Context: an optimization exercise on an open-source flow, tuned for a short achievable clock period and few clock cycles. The choices shown serve that exercise and are no tape-out recipe.
At most, simulation tests tie the RTL to the original design; equivalence was not proved.
The flow treats the clock pin as an ideal source. Dropping or thinning the clock tree relies on that and would not hold on a real chip.
Power is estimated from default activity; no workload was simulated.

== S ==
Design out_ctrl_top, start of the top module:
module out_ctrl_top (
    input  logic                     aclk,
    input  logic                     aresetn,
    input  logic                     start,
    input  logic [31:0]              dst_addr,
    input  logic [383:0]             result,
    input  logic                     result_valid,
    output logic                     busy,
    output logic                     finish_irq,
    output logic [31:0]              m_axi_awaddr,
    output logic                     m_axi_awvalid,
    input  logic                     m_axi_awready,
    output logic [7:0]               m_axi_awlen,
    output logic [31:0]              m_axi_wdata,
    output logic [3:0]               m_axi_wstrb,
    output logic                     m_axi_wlast,
    output logic                     m_axi_wvalid,
    input  logic                     m_axi_wready
);
Size: ~1500 cells after synthesis, about 640 flip-flops, ~23000 um2 of cells after synthesis.
Settings: LEC_CHECK=0, ABC_CLOCK_PERIOD_IN_PS=1500, CAP_MARGIN=20, CORE_MARGIN=2, CORE_UTILIZATION=40, SETUP_SLACK_MARGIN=3.2, SLEW_MARGIN=20; clock period 5.0 ns.
standard.sh (not shown) runs the stock make flow with config.mk's settings and CLKGATE_MAP_FILE= SYNTH_SCRIPT=/design/flow/synth_recipe.tcl, a recipe that flattens the netlist after the stock synthesis.
==> flow/flow/run.sh <==
#!/bin/bash
# Standard ORFS layout with three changes: the clock tree is built by
# pre_cts.tcl, the port buffers are buf_4 instead of the smallest buffer, and
# timing repair may change a cell's footprint (MATCH_CELL_FOOTPRINT=0).
# Each tool's full output stays in orfs/logs; make's own output in make.log.
set -euo pipefail
HERE=$(cd "$(dirname "${BASH_SOURCE[0]}")" && pwd)
export PRE_CTS_TCL="$HERE/pre_cts.tcl"
export MATCH_CELL_FOOTPRINT=0
export BUFFER_PORTS_ARGS="-buffer_cell sky130_fd_sc_hd__buf_4"
bash ./standard.sh MATCH_CELL_FOOTPRINT=0 "BUFFER_PORTS_ARGS=-buffer_cell sky130_fd_sc_hd__buf_4" finish > make.log 2>&1
Other scripts of this flow, unchanged in this note and not shown: flow/flow/pre_cts.tcl, flow/flow/tree.tcl
Testbench counts of S, summed over its fixed seeds: cycles 24,592.
[inputs] T vs S
diff --git a/flow/design.v b/flow/design.v
--- a/flow/design.v
+++ b/flow/design.v
@@ -152,29 +152,30 @@
     logic        w_last;
     assign w_word = slot_full ? slot_word : result[31:0];
     assign w_last = slot_full && (rw == 4'd2 || rw == 4'd5 || rw == 4'd8 || rw == 4'd11);
     always_ff @(posedge aclk or negedge aresetn) begin
         if (!aresetn) begin
             m_axi_wvalid <= 1'b0;
             wv_n         <= 1'b1;
             wl_cur       <= 1'b0;
             wfin         <= 1'b0;
             wcur         <= '0;
         end else begin
-            m_axi_wvalid <= ld || (!wv_n && !m_axi_wready);
             if (ld) begin
+                m_axi_wvalid <= 1'b1;
                 wv_n         <= 1'b0;
                 wl_cur       <= w_last;
                 wfin         <= slot_full && slot_last && (tiles_out == 3'd7);
                 wcur         <= w_word;
             end else if (w_hs) begin
+                m_axi_wvalid <= 1'b0;
                 wv_n         <= 1'b1;
             end
         end
     end
     always_ff @(posedge aclk) begin
         m_axi_wdata <= ld ? w_word : wcur;
         m_axi_wlast <= ld ? w_last : wl_cur;
     end
     logic [31:0] base;
     logic [22:0] base_hi_p1;
     logic        fs_q;
@@ -284,28 +285,29 @@
                 s1_off <= aw_off4;
             end else if (ld_s2) begin
                 s1_v   <= 1'b0;
             end
             if (ld_s2) begin
                 s2_v   <= 1'b1;
                 s2_fin <= s1_fin;
                 s2_lo  <= s2_sum;
             end else if (ld_aw) begin
                 s2_v   <= 1'b0;
             end
-            m_axi_awvalid <= ld_aw || (!awv_n && !m_axi_awready);
             if (ld_aw) begin
                 aw_fin        <= s2_fin;
+                m_axi_awvalid <= 1'b1;
                 awv_n         <= 1'b0;
                 acur          <= a_next;
             end else if (m_axi_awready) begin
+                m_axi_awvalid <= 1'b0;
                 awv_n         <= 1'b1;
             end
         end
     end
     always_ff @(posedge aclk) begin
         m_axi_awaddr <= ld_aw ? a_next : acur;
     end
     logic       aw_done;
     logic       w_done;
     logic       aw_fin_hs;
     logic       w_fin_hs;
The flow did not stop early for T: all stages ran, and the layout cleared the timing, DRC and antenna checks. As far as final period utilization is concerned, T and S perform about the same. Side by side, proportion of cell area occupied by multi-input gates turned out higher in T than in S. [T vs S] number of distinct standard cells referenced by the synthesized netlist: higher in T. Changes observed in T relative to S: combined global-route utilization of all metal layers moved down, total of fill cells in the finished design increased by 50 relative to the old numbers, total vias in the final route shows an increase of about 0.65%, register area share after synthesis stayed essentially flat. Post-synth design cell area: S vs T, no meaningful difference. Summed area of non-filler cells in the final layout: T lower than S. Compared to S, T has final setup slack of the worst path 0.0052 ns lower. On final net count, T tracks S almost exactly. On first-pass GRT wire length, S loses to T. S and T ended up with nearly the same die height.
The RTL of T was laid out without a check of its function. In every run of this note, the design's own scripts or RTL, not TritonCTS, make the clock network.

* * *

Setup of oak:
out_ctrl_top, a different RTL version from the one above (not shown whole).
Size in the first run: roughly 1400 cells after synthesis, ~570 flip-flops, ~500 I/O pins.
==> flow/config.mk <==
export PLATFORM = sky130hd
export DESIGN_NAME = out_ctrl_top
export DESIGN_NICKNAME = out_ctrl_top
export VERILOG_FILES = /design/flow/design.v
export SDC_FILE = /design/flow/constraint.sdc
export NUM_CORES = 4
export LEC_CHECK = 0
export ABC_CLOCK_PERIOD_IN_PS = 1500
export CAP_MARGIN = 20
export CORE_MARGIN = 2
export CORE_UTILIZATION = 40
export SETUP_SLACK_MARGIN = 3.2
export SLEW_MARGIN = 20
==> flow/constraint.sdc <==
create_clock -name core_clock -period 5.0 [get_ports {aclk}]
set_input_delay 1.0000 -clock core_clock [delete_from_list [all_inputs] [get_ports {aclk}]]
set_output_delay 1.0000 -clock core_clock [all_outputs]
set_load 0.01 [all_outputs]
Scripts as last shown in full above: flow/flow/run.sh
Other scripts of this flow, unchanged in this note and not shown: flow/flow/pre_cts.tcl, flow/flow/tree.tcl
Testbench counts of oak, summed over its fixed seeds: cycles 24,592.
The inputs of pine differ from those of oak as listed below.
-- flow/design.v --
<<< oak, line 188
    end
    always_comb begin
        case (aw_idx)
            5'd0: aw_off4 = 7'd0;
            5'd1: aw_off4 = 7'd12;
            5'd2: aw_off4 = 7'd24;
            5'd3: aw_off4 = 7'd36;
            5'd4: aw_off4 = 7'd3;
            5'd5: aw_off4 = 7'd15;
            5'd6: aw_off4 = 7'd27;
            5'd7: aw_off4 = 7'd39;
            5'd8: aw_off4 = 7'd6;
            5'd9: aw_off4 = 7'd18;
            5'd10: aw_off4 = 7'd30;
            5'd11: aw_off4 = 7'd42;
            5'd12: aw_off4 = 7'd9;
            5'd13: aw_off4 = 7'd21;
            5'd14: aw_off4 = 7'd33;
            5'd15: aw_off4 = 7'd45;
            5'd16: aw_off4 = 7'd48;
            5'd17: aw_off4 = 7'd60;
            5'd18: aw_off4 = 7'd72;
            5'd19: aw_off4 = 7'd84;
            5'd20: aw_off4 = 7'd51;
            5'd21: aw_off4 = 7'd63;
            5'd22: aw_off4 = 7'd75;
            5'd23: aw_off4 = 7'd87;
            5'd24: aw_off4 = 7'd54;
            5'd25: aw_off4 = 7'd66;
            5'd26: aw_off4 = 7'd78;
            5'd27: aw_off4 = 7'd90;
            5'd28: aw_off4 = 7'd57;
            5'd29: aw_off4 = 7'd69;
            5'd30: aw_off4 = 7'd81;
            default: aw_off4 = 7'd93;
        endcase
    end
    assign ld_aw = s2_v && (!m_axi_awvalid || m_axi_awready);
>>> pine, line 188
    end
    always_comb begin
        case (aw_idx[1:0])
            2'd0: aw_off4 = 7'd0;
            2'd1: aw_off4 = 7'd12;
            2'd2: aw_off4 = 7'd24;
            default: aw_off4 = 7'd36;
        endcase
        aw_off4 = aw_off4 + (aw_idx[4] ? 7'd48 : 7'd0) + 7'(aw_idx[3:2] * 3);
    end
    assign ld_aw = s2_v && (!m_axi_awvalid || m_axi_awready);
--- outcome ---
pine completed every stage of the flow, and the final layout passed the timing, DRC and antenna checks.
Diff oak -> pine: global-route usage went up, clock period minus worst slack shows an increase of 0.20 ns.
As of pine, fmax had fallen by a little under 10% compared to oak.
Hold slack across pine and oak: no real change.
Lower post-cts repair resize count goes to pine over oak.
As far as die outline area is concerned, oak and pine perform about the same.
Re number of stages on the worst setup path: pine is 7 up on oak.
pine vs oak: total power up slightly
Testbench counts of pine, summed over its fixed seeds: cycles 24,592.
In every run of this note, the design's own scripts or RTL, not TritonCTS, make the clock network.

* * *

Another version of the RTL of out_ctrl_top (not shown whole).
Size in the first run: roughly 2,300 cells after synthesis, about 500 I/O pins, roughly 28,000 sq um of cells after synthesis.
Settings: LEC_CHECK=0, ABC_CLOCK_PERIOD_IN_PS=1500, CAP_MARGIN=20, CORE_MARGIN=2, CORE_UTILIZATION=40, SETUP_SLACK_MARGIN=3.2, SLEW_MARGIN=20; clock period 5.0 ns.
Scripts as last shown in full above: flow/flow/run.sh
Other scripts of this flow, unchanged in this note and not shown: flow/flow/pre_cts.tcl, flow/flow/tree.tcl
The first run completed without violations.
==> next run, changes <==
--- a/flow/design.v
+++ b/flow/design.v
@@ -46,24 +46,25 @@
     logic [2:0]   tiles_in;
     logic         frame_start;
     logic         take;
     logic         take_tile;
     logic         fin_now;
     assign frame_start = start && !start_q && !running;
     assign busy        = !nbusy;
     assign take        = result_valid && !busy_i;
     assign take_tile   = take && in_store;
     logic [383:0] slot;
     logic         slot_full;
     logic [3:0]   rw;            
+    logic [11:0]  rw_oh;         
     logic [2:0]   tiles_out;     
     logic         wv_n;
     logic [31:0]  wcur;
     logic         wl_cur;
     logic         wfin;          
     logic         ld;
     logic         slot_last;
     logic         w_hs;
     assign w_hs      = !wv_n && m_axi_wready;
     assign ld        = (wv_n || m_axi_wready) && (slot_full || take_tile);
     assign slot_last = (rw == 4'd11);
     logic         in_pass_n;
@@ -90,24 +91,25 @@
     always_ff @(posedge aclk or negedge aresetn) begin
         if (!aresetn) begin
             start_q   <= 1'b0;
             running   <= 1'b0;
             in_pass   <= 1'b0;
             in_store  <= 1'b0;
             pass_cnt  <= '0;
             tiles_in  <= '0;
             nbusy     <= 1'b0;
             busy_i    <= 1'b1;
             slot_full <= 1'b0;
             rw        <= '0;
+            rw_oh     <= 12'd1;
             tiles_out <= '0;
         end else begin
             start_q  <= start;
             if (frame_start) begin
                 running <= 1'b1;
             end else if (fin_now) begin
                 running <= 1'b0;
             end
             in_pass  <= in_pass_n;
             in_store <= in_store_n;
             nbusy    <= in_pass_n || (in_store_n && !slot_full_n);
             busy_i   <= !(in_pass_n || (in_store_n && !slot_full_n));
@@ -115,42 +117,49 @@
                 pass_cnt <= '0;
             end else if (in_pass && take) begin
                 pass_cnt <= pass_cnt + 1'b1;
             end
             if (frame_start) begin
                 tiles_in <= '0;
             end else if (take_tile) begin
                 tiles_in <= tiles_in + 1'b1;
             end
             slot_full <= slot_full_n;
             if (ld && slot_full) begin
                 rw    <= slot_last ? 4'd0 : rw + 1'b1;
+                rw_oh <= {rw_oh[10:0], rw_oh[11]};
                 if (slot_last) begin
                     tiles_out <= tiles_out + 1'b1;
                 end
             end else if (ld) begin
                 rw    <= 4'd1;
+                rw_oh <= 12'd2;
             end
         end
     end
     always_ff @(posedge aclk) begin
         if (!slot_full) begin
-            slot <= ld ? {32'd0, result[383:32]} : result;
-        end else if (ld) begin
-            slot <= {32'd0, slot[383:32]};
+            slot <= result;
+        end
+    end
+    logic [31:0] slot_word;
+    always_comb begin
+        slot_word = '0;
+        for (int k = 0; k < 12; k++) begin
+            slot_word = slot_word | ({32{rw_oh[k]}} & slot[32*k +: 32]);
         end
     end
     logic [31:0] w_word;
     logic        w_last;
-    assign w_word = slot_full ? slot[31:0] : result[31:0];
+    assign w_word = slot_full ? slot_word : result[31:0];
     assign w_last = slot_full && (rw == 4'd2 || rw == 4'd5 || rw == 4'd8 || rw == 4'd11);
     always_ff @(posedge aclk or negedge aresetn) begin
         if (!aresetn) begin
             m_axi_wvalid <= 1'b0;
             wv_n         <= 1'b1;
             wl_cur       <= 1'b0;
             wfin         <= 1'b0;
             wcur         <= '0;
         end else begin
             m_axi_wvalid <= ld || (!wv_n && !m_axi_wready);
             if (ld) begin
                 wv_n         <= 1'b0;
The changed run finished with timing, DRC and antenna clean.
Cell area decreases by about a fifth.
Wire length goes down by about a fifth.
Sequential cell count is higher by 12.
Utilization is higher by 0.55 points.
Die area went down by about a fifth.
Area after synthesis went down by about a fifth.
Fmax rose by a quarter to a third.
Synthesized cell count goes down by well over a third.
Hold slack is better by 0.029 ns.
First-iteration DRC count is lower by a quarter to a third.
Cell count shrinks by a quarter to a third.
Via count went down by a quarter to a third.
Combinational power falls by well over a third.
Global-route usage grows by 0.83 points.
Testbench counts after the change, summed over its fixed seeds: cycles 24,592.
No functional check of the RTL was part of the first run of this note. In every run of this note, the design's own scripts or RTL, not TritonCTS, make the clock network.

* * *

out_ctrl_top, a different RTL version from the one above (not shown whole).
Size in the first run: roughly 1700 cells after synthesis, about 550 flip-flops, ~500 I/O pins, ~0.023 mm^2 of cells after synthesis.
==> module out_ctrl_top, before the edit <==
module out_ctrl_top (
    input  logic                     aclk,
    input  logic                     aresetn,
    input  logic                     start,
    input  logic [31:0]              dst_addr,
    input  logic [383:0]             result,
    input  logic                     result_valid,
    output logic                     busy,
    output logic                     finish_irq,
    output logic [31:0]              m_axi_awaddr,
    output logic                     m_axi_awvalid,
    input  logic                     m_axi_awready,
    output logic [7:0]               m_axi_awlen,
    output logic [31:0]              m_axi_wdata,
    output logic [3:0]               m_axi_wstrb,
    output logic                     m_axi_wlast,
    output logic                     m_axi_wvalid,
    input  logic                     m_axi_wready
);
    assign m_axi_awlen = 8'(3 - 1);
    assign m_axi_wstrb = 4'hF;
    logic         start_q;
    logic         nbusy;         
    logic         running;       
    logic         in_pass;       
    logic         in_store;      
    logic [3:0]   pass_cnt;
    logic [2:0]   tiles_in;
    logic         frame_start;
    logic         take;
    logic         take_tile;
    logic         fin_now;
    assign frame_start = start && !start_q && !running;
    assign busy        = !nbusy;
    assign take        = result_valid && nbusy;
    assign take_tile   = take && in_store;
    logic [383:0] slot;
    logic         slot_full;
    logic [3:0]   rw;            
    logic [2:0]   tiles_out;     
    logic         wfin;          
    logic         ld;
    logic         slot_last;
    logic         w_hs;
    assign w_hs      = m_axi_wvalid && m_axi_wready;
    assign ld        = (!m_axi_wvalid || m_axi_wready) && (slot_full || take_tile);
    assign slot_last = (rw == 4'd11);
    logic         in_pass_n;
    logic         in_store_n;
    logic         slot_full_n;
    always_comb begin
        in_pass_n  = in_pass;
        in_store_n = in_store;
        if (frame_start) begin
            in_pass_n = 1'b1;
        end else if (in_pass && take && pass_cnt == 4'd15) begin
            in_pass_n  = 1'b0;
            in_store_n = 1'b1;
        end else if (take_tile && tiles_in == 3'd7) begin
            in_store_n = 1'b0;
        end
        slot_full_n = slot_full;
        if (take_tile) begin
            slot_full_n = 1'b1;
        end else if (ld && slot_last) begin
            slot_full_n = 1'b0;
        end
    end
    always_ff @(posedge aclk or negedge aresetn) begin
        if (!aresetn) begin
            start_q   <= 1'b0;
            running   <= 1'b0;
            in_pass   <= 1'b0;
            in_store  <= 1'b0;
            pass_cnt  <= '0;
            tiles_in  <= '0;
            nbusy     <= 1'b0;
            slot_full <= 1'b0;
            rw        <= '0;
            tiles_out <= '0;
        end else begin
            start_q  <= start;
            if (frame_start) begin
                running <= 1'b1;
            end else if (fin_now) begin
                running <= 1'b0;
            end
            in_pass  <= in_pass_n;
            in_store <= in_store_n;
            nbusy    <= in_pass_n || (in_store_n && !slot_full_n);
            if (frame_start) begin
                pass_cnt <= '0;
            end else if (in_pass && take) begin
                pass_cnt <= pass_cnt + 1'b1;
            end
            if (frame_start) begin
                tiles_in <= '0;
            end else if (take_tile) begin
                tiles_in <= tiles_in + 1'b1;
            end
            slot_full <= slot_full_n;
            if (ld && slot_full) begin
                rw <= slot_last ? 4'd0 : rw + 1'b1;
                if (slot_last) begin
                    tiles_out <= tiles_out + 1'b1;
                end
            end else if (ld) begin
                rw <= 4'd1;
            end
        end
    end
    always_ff @(posedge aclk) begin
        if (!slot_full) begin
            slot <= result;
        end
    end
    logic [31:0] slot_word;
    always_comb begin
        slot_word = slot[31:0];
        for (int k = 0; k < 12; k++) begin
            if (rw == 4'(k)) slot_word = slot[32*k +: 32];
        end
    end
    always_ff @(posedge aclk or negedge aresetn) begin
        if (!aresetn) begin
            m_axi_wvalid <= 1'b0;
            m_axi_wlast  <= 1'b0;
            wfin         <= 1'b0;
        end else begin
            if (ld) begin
                m_axi_wvalid <= 1'b1;
                m_axi_wlast  <= slot_full && (rw == 4'd2 || rw == 4'd5 || rw == 4'd8 || rw == 4'd11);
                wfin         <= slot_full && slot_last && (tiles_out == 3'd7);
            end else if (w_hs) begin
                m_axi_wvalid <= 1'b0;
            end
        end
    end
    always_ff @(posedge aclk or negedge aresetn) begin
        if (!aresetn) begin
            m_axi_wdata <= '0;
        end else if (ld) begin
            m_axi_wdata <= slot_full ? slot_word : result[31:0];
        end
    end
    logic [31:0] base;
    logic [22:0] base_hi_p1;
    logic        fs_q;
    logic        aw_act;
    logic [4:0]  aw_idx;
    logic        s1_v;
    logic        s1_fin;
    logic [7:0]  s1_lo;
    logic        aw_fin;
    logic        ld_aw;
    logic        ld_s1;
    logic [6:0]  aw_off4;
    always_ff @(posedge aclk) begin
        if (frame_start) begin
            base <= dst_addr;
        end
        base_hi_p1 <= base[31:9] + 1'b1;
    end
    always_comb begin
        aw_off4 = 7'(aw_idx[4] * 48 + aw_idx[1:0] * 12 + aw_idx[3:2] * 3);
    end
    assign ld_aw = s1_v && (!m_axi_awvalid || m_axi_awready);
    assign ld_s1 = aw_act && (!s1_v || ld_aw);
    always_ff @(posedge aclk or negedge aresetn) begin
        if (!aresetn) begin
            fs_q          <= 1'b0;
            aw_act        <= 1'b0;
            aw_idx        <= '0;
            s1_v          <= 1'b0;
            s1_fin        <= 1'b0;
            s1_lo         <= '0;
            aw_fin        <= 1'b0;
            m_axi_awvalid <= 1'b0;
            m_axi_awaddr  <= '0;
        end else begin
            fs_q <= frame_start;
            if (fs_q) begin
                aw_act <= 1'b1;
            end else if (ld_s1 && aw_idx == 5'd31) begin
                aw_act <= 1'b0;
            end
            if (ld_s1) begin
                aw_idx <= aw_idx + 1'b1;
                s1_v   <= 1'b1;
                s1_fin <= (aw_idx == 5'd31);
                s1_lo  <= {1'b0, base[8:2]} + {1'b0, aw_off4};
            end else if (ld_aw) begin
                s1_v   <= 1'b0;
            end
            if (ld_aw) begin
                aw_fin        <= s1_fin;
                m_axi_awvalid <= 1'b1;
                m_axi_awaddr  <= {s1_lo[7] ? base_hi_p1 : base[31:9], s1_lo[6:0], base[1:0]};
            end else if (m_axi_awready) begin
                m_axi_awvalid <= 1'b0;
            end
        end
    end
    logic       aw_done;
    logic       w_done;
    logic       aw_fin_hs;
    logic       w_fin_hs;
    logic [1:0] irq_cnt;
    assign aw_fin_hs = m_axi_awvalid && m_axi_awready && aw_fin;
    assign w_fin_hs  = w_hs && wfin;
    assign fin_now   = (aw_done || aw_fin_hs) && (w_done || w_fin_hs);
    always_ff @(posedge aclk or negedge aresetn) begin
        if (!aresetn) begin
            aw_done    <= 1'b0;
            w_done     <= 1'b0;
            finish_irq <= 1'b0;
            irq_cnt    <= '0;
        end else begin
            if (fin_now) begin
                aw_done <= 1'b0;
                w_done  <= 1'b0;
            end else begin
                if (aw_fin_hs) aw_done <= 1'b1;
                if (w_fin_hs)  w_done  <= 1'b1;
            end
            if (fin_now) begin
                finish_irq <= 1'b1;
                irq_cnt    <= 2'd3;
            end else if (finish_irq) begin
                if (irq_cnt == 2'd0) begin
                    finish_irq <= 1'b0;
                end else begin
                    irq_cnt <= irq_cnt - 1'b1;
                end
            end
        end
    end
endmodule
Settings: LEC_CHECK=0, ABC_CLOCK_PERIOD_IN_PS=1500, CAP_MARGIN=20, CORE_MARGIN=2, CORE_UTILIZATION=40, SETUP_SLACK_MARGIN=3.2, SLEW_MARGIN=20; clock period 5.0 ns.
run.sh (not shown) runs the stock make flow with config.mk's settings and CLKGATE_MAP_FILE= SYNTH_SCRIPT=/design/flow/synth_recipe.tcl, a recipe that flattens the netlist after the stock synthesis.
Stock flow here: none of the scripts above is used.
Then changed:
--- a/flow/design.v
+++ b/flow/design.v
@@ -54,6 +54,7 @@
     logic [383:0] slot;
     logic         slot_full;
     logic [3:0]   rw;            
+    logic [11:0]  rw_oh;         
     logic [2:0]   tiles_out;     
     logic         wfin;          
     logic         ld;
@@ -94,6 +95,7 @@
             nbusy     <= 1'b0;
             slot_full <= 1'b0;
             rw        <= '0;
+            rw_oh     <= 12'd1;
             tiles_out <= '0;
         end else begin
             start_q  <= start;
@@ -117,12 +119,14 @@
             end
             slot_full <= slot_full_n;
             if (ld && slot_full) begin
-                rw <= slot_last ? 4'd0 : rw + 1'b1;
+                rw    <= slot_last ? 4'd0 : rw + 1'b1;
+                rw_oh <= {rw_oh[10:0], rw_oh[11]};
                 if (slot_last) begin
                     tiles_out <= tiles_out + 1'b1;
                 end
             end else if (ld) begin
-                rw <= 4'd1;
+                rw    <= 4'd1;
+                rw_oh <= 12'd2;
             end
         end
     end
@@ -133,9 +137,9 @@
     end
     logic [31:0] slot_word;
     always_comb begin
-        slot_word = slot[31:0];
+        slot_word = '0;
         for (int k = 0; k < 12; k++) begin
-            if (rw == 4'(k)) slot_word = slot[32*k +: 32];
+            slot_word = slot_word | ({32{rw_oh[k]}} & slot[32*k +: 32]);
         end
     end
     always_ff @(posedge aclk or negedge aresetn) begin
@@ -167,10 +171,14 @@
     logic [4:0]  aw_idx;
     logic        s1_v;
     logic        s1_fin;
-    logic [7:0]  s1_lo;
+    logic [6:0]  s1_off;
+    logic        s2_v;
+    logic        s2_fin;
+    logic [7:0]  s2_lo;
     logic        aw_fin;
     logic        ld_aw;
     logic        ld_s1;
+    logic        ld_s2;
     logic [6:0]  aw_off4;
     always_ff @(posedge aclk) begin
         if (frame_start) begin
@@ -179,10 +187,17 @@
         base_hi_p1 <= base[31:9] + 1'b1;
     end
     always_comb begin
-        aw_off4 = 7'(aw_idx[4] * 48 + aw_idx[1:0] * 12 + aw_idx[3:2] * 3);
-    end
-    assign ld_aw = s1_v && (!m_axi_awvalid || m_axi_awready);
-    assign ld_s1 = aw_act && (!s1_v || ld_aw);
+        case (aw_idx[1:0])
+            2'd0: aw_off4 = 7'd0;
+            2'd1: aw_off4 = 7'd12;
+            2'd2: aw_off4 = 7'd24;
+            default: aw_off4 = 7'd36;
+        endcase
+        aw_off4 = aw_off4 + (aw_idx[4] ? 7'd48 : 7'd0) + 7'(aw_idx[3:2] * 3);
+    end
+    assign ld_aw = s2_v && (!m_axi_awvalid || m_axi_awready);
+    assign ld_s2 = s1_v && (!s2_v || ld_aw);
+    assign ld_s1 = aw_act && (!s1_v || ld_s2);
     always_ff @(posedge aclk or negedge aresetn) begin
         if (!aresetn) begin
             fs_q          <= 1'b0;
@@ -190,7 +205,10 @@
             aw_idx        <= '0;
             s1_v          <= 1'b0;
             s1_fin        <= 1'b0;
-            s1_lo         <= '0;
+            s1_off        <= '0;
+            s2_v          <= 1'b0;
+            s2_fin        <= 1'b0;
+            s2_lo         <= '0;
             aw_fin        <= 1'b0;
             m_axi_awvalid <= 1'b0;
             m_axi_awaddr  <= '0;
@@ -205,14 +223,21 @@
                 aw_idx <= aw_idx + 1'b1;
                 s1_v   <= 1'b1;
                 s1_fin <= (aw_idx == 5'd31);
-                s1_lo  <= {1'b0, base[8:2]} + {1'b0, aw_off4};
+                s1_off <= aw_off4;
+            end else if (ld_s2) begin
+                s1_v   <= 1'b0;
+            end
+            if (ld_s2) begin
+                s2_v   <= 1'b1;
+                s2_fin <= s1_fin;
+                s2_lo  <= {1'b0, base[8:2]} + {1'b0, s1_off};
             end else if (ld_aw) begin
-                s1_v   <= 1'b0;
+                s2_v   <= 1'b0;
             end
             if (ld_aw) begin
-                aw_fin        <= s1_fin;
+                aw_fin        <= s2_fin;
                 m_axi_awvalid <= 1'b1;
-                m_axi_awaddr  <= {s1_lo[7] ? base_hi_p1 : base[31:9], s1_lo[6:0], base[1:0]};
+                m_axi_awaddr  <= {s2_lo[7] ? base_hi_p1 : base[31:9], s2_lo[6:0], base[1:0]};
             end else if (m_axi_awready) begin
                 m_axi_awvalid <= 1'b0;
             end
Effect: The changed run finished clean. Hold slack gains 0.051 ns. Synthesized cell count is lower by 18%. Setup slack gains 0.43 ns. Synthesized area is lower by 7.0%. Via count is lower by 23%. Wire length is lower by 21%. Cell area is lower by 13%. Maximum frequency is higher by 20%. Final cell count is lower by 15%. Utilization is lower by 4.0 points. First-iteration DRC count is lower by 49%. Count of clock-buffer cells in the layout is lower by 5. Total power is lower by 25%.
Testbench counts after the change, summed over its fixed seeds: cycles 24,592.
Only the layout flow was run in the first run of this note; the RTL was not checked for function there.

==> what the ideal ports hide <==
The results above use ideal ports. As a check the final layouts listed here were re-extracted and re-timed, cells and wires unchanged. Step 1 (the two cells are an assumption about what drives the block):
set clk [get_ports {aclk}]
set_driving_cell -lib_cell sky130_fd_sc_hd__clkbuf_16 $clk
set_driving_cell -lib_cell sky130_fd_sc_hd__buf_2 [delete_from_list [all_inputs] $clk]
Step 2 adds t to the input delays and takes it off the output delays; t is the mean of the earliest and latest rising clock arrival at the registers after step 1. Input paths then give back, and output paths get back, about the clock's delay inside the block. Three values: no drivers, after step 1, after step 2; two values: the first two.
run	t (ns)	setup WS [ns]	hold slack, ns	worst register clock-pin slew, ns	cell pins on the clock port's net
S	0.488	3.072 / 2.939 / 2.809	0.452 / 0.452 / 0.452	0.11 / 0.11	4
T	0.493	3.066 / 2.935 / 2.768	0.469 / 0.469 / 0.469	0.11 / 0.11	4
oak	0.488	3.040 / 2.902 / 2.765	0.448 / 0.448 / 0.448	0.10 / 0.10	4
pine	0.482	2.843 / 2.843 / 2.843	0.445 / 0.445 / 0.445	0.10 / 0.10	4
the first run of note 3	0.474	2.648 / 2.737 / 2.263	0.419 / 0.419 / 0.419	0.09 / 0.09	4
the second run of note 3	0.468	3.115 / 2.968 / 2.764	0.448 / 0.448 / 0.448	0.09 / 0.09	4
the first run of note 4	0.693	2.406 / 2.406 / 2.253	0.400 / 0.361 / 0.435	0.07 / 0.07	1
the second run of note 4	0.667	2.834 / 2.773 / 2.477	0.451 / 0.451 / 0.451	0.06 / 0.06	1
After both steps setup and hold are still met in every run listed. The setup slack of the first run of note 3, which loses most, moves by +0.089 ns with the drivers and by -0.385 ns with both steps.
